Source: an optimization exercise on an open RTL-to-GDS flow (aim: small area). Production flows keep margins and buffers that such runs may drop. Only simulation tests tie the RTL to the original design; equivalence was not proved. Power and IR drop assume default switching activity.

==> flow/design.v (excerpt) <==
module btb_predictor #(
   parameter int unsigned ENTRIES  = 32,
   parameter int unsigned ADDR_W   = 32,
   parameter logic [1:0]  CNT_INIT = 2'b01
) (
   input  logic              i_clk,
   input  logic              i_rst_n,
   input  logic [ADDR_W-1:0] i_pcF,
   output logic              o_pred_taken,
   output logic [ADDR_W-1:0] o_pred_target,
   input  logic              i_upd_vld,
   input  logic [ADDR_W-1:0] i_upd_pc,
   input  logic              i_upd_is_jmp,
   input  logic              i_upd_taken,
   input  logic [ADDR_W-1:0] i_upd_target,
   input  logic              i_upd_mispred,
   input  logic              i_flush_all,
   output logic [31:0]       o_perf_lookups,
   output logic [31:0]       o_perf_hits,
   output logic [31:0]       o_perf_mispred
);
Size in the first run: roughly 6,000 cells after synthesis, ~2,000 flip-flops, about 230 I/O pins, roughly 74,000 um2 of cells after synthesis.
clock: 8.0 ns
lec_check: 0
cap_margin: 5
core_margin: 2
core_utilization: 50
cts_buf_list: sky130_fd_sc_hd__clkbuf_8
cts_cluster_diameter: 50
cts_cluster_size: 16
place_density: 0.8
setup_slack_margin: 0.3
slew_margin: 5
synth_hierarchical: 1
synth_minimum_keep_size: 0
standard.sh (not shown) runs the stock make flow with config.mk's settings and CLKGATE_MAP_FILE= SYNTH_SCRIPT=/design/flow/synth_recipe.tcl, a recipe that flattens the netlist after the stock synthesis.
==> flow/flow/run.sh <==
#!/bin/bash
# Standard ORFS layout (standard.sh, unchanged synthesis) with these changes:
#  - input/output port buffers use buf_1 instead of the default pick;
#  - clock tree synthesis with clkbuf_8 only, clusters of up to 16 sinks
#    within 50 um, and no dummy loads.
# Make's output goes to flow_make.log in the work folder; ORFS keeps each
# step's log under orfs/logs/.
set -euo pipefail
CTS="-sink_clustering_enable -repair_clock_nets -dont_use_dummy_load"
CTS="$CTS -buf_list {sky130_fd_sc_hd__clkbuf_8}"
CTS="$CTS -sink_clustering_size 16 -sink_clustering_max_diameter 50"
bash standard.sh finish \
  "BUFFER_PORTS_ARGS=-buffer_cell sky130_fd_sc_hd__buf_1" \
  "CTS_ARGS=$CTS" > flow_make.log 2>&1
test -f out/final.def
Then changed:
CAP_MARGIN = 20   (was 5)
PLACE_DENSITY = unset   (was 0.8)
SLEW_MARGIN = 20   (was 5)
Effect:
- via count went down by 1.8%
- first-iteration DRC count goes down by 15%
- cell count grows by 1.2%
- core utilization grows by 0.94 points
Then changed:
PLACE_DENSITY = 0.8   (was unset)
The new run ran to the end with no violations; cell area decreases by about 1.4%; count of clock-buffer cells in the layout decreases by 14; maximum frequency increases by 0.86%; total power decreases by about 1.2%; clock power decreases by 4.3%; sequential cell count is unchanged; sequential power barely changes; sequential share of layout area increases by 0.67 points; via count increases by about 1.7%; die area is unchanged.
Then changed:
CAP_MARGIN = 10   (was 20)
PLACE_DENSITY = 0.75   (was 0.8)
SLEW_MARGIN = 10   (was 20)
Result: Final area hardly moves. Synthesized area does not change. Cell count increases slightly. Critical path depth increases by 1. Setup slack got worse by 0.060 ns. Routed wire length increases slightly.

* * *

yarrow:
Another version of the RTL of btb_predictor (not shown whole).
Size in the first run: roughly 6,300 cells after synthesis, ~2,000 flip-flops, roughly 230 I/O pins, about 0.078 sq mm of cells after synthesis.
Settings: LEC_CHECK=0, CAP_MARGIN=20, CORE_MARGIN=2, CORE_UTILIZATION=40, SLEW_MARGIN=20, SYNTH_HIERARCHICAL=1, SYNTH_MINIMUM_KEEP_SIZE=0; clock period 8.0 ns.
run.sh (not shown) runs the stock make flow with config.mk's settings and CLKGATE_MAP_FILE= SYNTH_SCRIPT=/design/flow/synth_recipe.tcl, a recipe that flattens the netlist after the stock synthesis.
Stock flow here: none of the scripts above is used.
Inputs modified between yarrow and willow:
Settings: CTS_CLUSTER_SIZE newly set to 16; CTS_CLUSTER_DIAMETER newly set to 50; CTS_BUF_LIST newly set to sky130_fd_sc_hd__clkbuf_8; CORE_UTILIZATION changed from 40 to 50; SETUP_SLACK_MARGIN newly set to 0.3.
==> flow/flow/run.sh (new file) <==
#!/bin/bash
# Standard ORFS layout (standard.sh, unchanged synthesis) with these changes:
#  - input/output port buffers use buf_1 instead of the default pick;
#  - clock tree synthesis with clkbuf_8 only, clusters of up to 16 sinks
#    within 50 um, and no dummy loads;
#  - power recovery (downsizing of non-critical cells) after global routing.
# Make's output goes to flow_make.log in the work folder; ORFS keeps each
# step's log under orfs/logs/.
set -euo pipefail
CTS="-sink_clustering_enable -repair_clock_nets -dont_use_dummy_load"
CTS="$CTS -buf_list {sky130_fd_sc_hd__clkbuf_8}"
CTS="$CTS -sink_clustering_size 16 -sink_clustering_max_diameter 50"
bash standard.sh finish \
  "BUFFER_PORTS_ARGS=-buffer_cell sky130_fd_sc_hd__buf_1" \
  "RECOVER_POWER=100" "CTS_ARGS=$CTS" > flow_make.log 2>&1
test -f out/final.def
==> flow/standard.sh (new file) <==
#!/bin/bash
# synth_recipe.tcl (not shown) runs the flow's synth.tcl, then flattens the netlist and writes it again
# the make line also repeats each setting of config.mk as NAME=value (left out here)
make -C /OpenROAD-flow-scripts/flow DESIGN_CONFIG=/design/flow/config.mk WORK_HOME=/design/flow/orfs CLKGATE_MAP_FILE= SYNTH_SCRIPT=/design/flow/synth_recipe.tcl "${@:-finish}"
removed: flow/run.sh
--- outcome ---
Apart from willow, each of willow and yarrow ends the flow with a layout that passes the timing, design-rule and antenna checks.
willow finished all stages; layout check result: FAIL, due to max-capacitance violations, max-slew violations.
[compare] base=yarrow new=willow: count of filler cells inserted in the layout lost 21%; clock tree buffer count of the final layout went down by about 40%; final cell count without fillers went down 859.
Here is what was changed in the inputs of raven compared with willow.
Settings: CTS_BUF_LIST now sky130_fd_sc_hd__clkbuf_4, was sky130_fd_sc_hd__clkbuf_8; CTS_CLUSTER_SIZE now 10, was 16; CTS_CLUSTER_DIAMETER now 40, was 50.
==> flow/flow/run.sh <==
#!/bin/bash
# Standard ORFS layout (standard.sh, unchanged synthesis) with these changes:
#  - input/output port buffers use buf_1 instead of the default pick;
#  - clock tree synthesis with clkbuf_4 only, clusters of up to 10 sinks
#    within 40 um, and no dummy loads.
# Make's output goes to flow_make.log in the work folder; ORFS keeps each
# step's log under orfs/logs/.
set -euo pipefail
CTS="-sink_clustering_enable -repair_clock_nets -dont_use_dummy_load"
CTS="$CTS -buf_list {sky130_fd_sc_hd__clkbuf_4}"
CTS="$CTS -sink_clustering_size 10 -sink_clustering_max_diameter 40"
bash standard.sh finish \
  "BUFFER_PORTS_ARGS=-buffer_cell sky130_fd_sc_hd__buf_1" \
  "CTS_ARGS=$CTS" > flow_make.log 2>&1
test -f out/final.def
--- outcome ---
raven has completed all stages; timing, DRC and antenna checks passed. Wire length reported by the detailed router delta (raven − willow): unfavourable. Fmax in raven vs willow: down 0.63 MHz. Time the final worst path needs with I/O delays and setup: raven worse than willow.
Edits applied to the flow inputs when going from raven to zinc:
Settings: CTS_BUF_LIST now sky130_fd_sc_hd__clkbuf_8, was sky130_fd_sc_hd__clkbuf_4; CTS_CLUSTER_DIAMETER now 50, was 40; CTS_CLUSTER_SIZE now 16, was 10.
diff --git a/flow/flow/run.sh b/flow/flow/run.sh
--- a/flow/flow/run.sh
+++ b/flow/flow/run.sh
@@ -4,2 +4,2 @@
-#  - clock tree synthesis with clkbuf_4 only, clusters of up to 10 sinks
-#    within 40 um, and no dummy loads.
+#  - clock tree synthesis with clkbuf_8 only, clusters of up to 16 sinks
+#    within 50 um, and no dummy loads.
@@ -10,2 +10,2 @@
-CTS="$CTS -buf_list {sky130_fd_sc_hd__clkbuf_4}"
-CTS="$CTS -sink_clustering_size 10 -sink_clustering_max_diameter 40"
+CTS="$CTS -buf_list {sky130_fd_sc_hd__clkbuf_8}"
+CTS="$CTS -sink_clustering_size 16 -sink_clustering_max_diameter 50"
## What came out
The run showing the smaller via count is zinc.
zinc against raven: share of cells above drive strength 1 moved down, wire length after detailed routing moved down.

separate check: timing with driven ports:
No port has a modelled driver above. Below, the same layouts with a new extraction and two added sets of constraints. Step 1: set_driving_cell puts a clkbuf_16 on i_clk and a buf_2 on each other input, an assumption about the parent block. Step 2 times the ports against the registers' clock, not the clock port: input delays grow and output delays shrink by t, the midpoint of the rising clock arrivals with the driver on. Three values: no drivers, after step 1, after step 2; two values: the first two.
| run | t, ns | setup WS [ns] | cell pins on the clock port's net |
|---|---|---|---|
| the first run of note 1 | 1.050 | 0.171 / -0.040 / -0.040 | 1 |
| the second run of note 1 | 1.006 | 0.164 / -0.006 / -0.006 | 1 |
| the third run of note 1 | 1.031 | 0.231 / 0.016 / 0.016 | 1 |
| the fourth run of note 1 | 0.998 | 0.171 / 0.034 / 0.034 | 1 |
| yarrow | 0.952 | 0.024 / -0.126 / -0.126 | 1 |
| willow | 1.036 | 0.317 / 0.199 / -0.761 | 1 |
| raven | 1.417 | 0.279 / 0.166 / 0.166 | 1 |
| zinc | 1.040 | 0.286 / 0.173 / 0.173 | 1 |
For willow, which loses most, drivers alone change the setup slack by -0.118 ns; drivers and shift together by -1.078 ns.
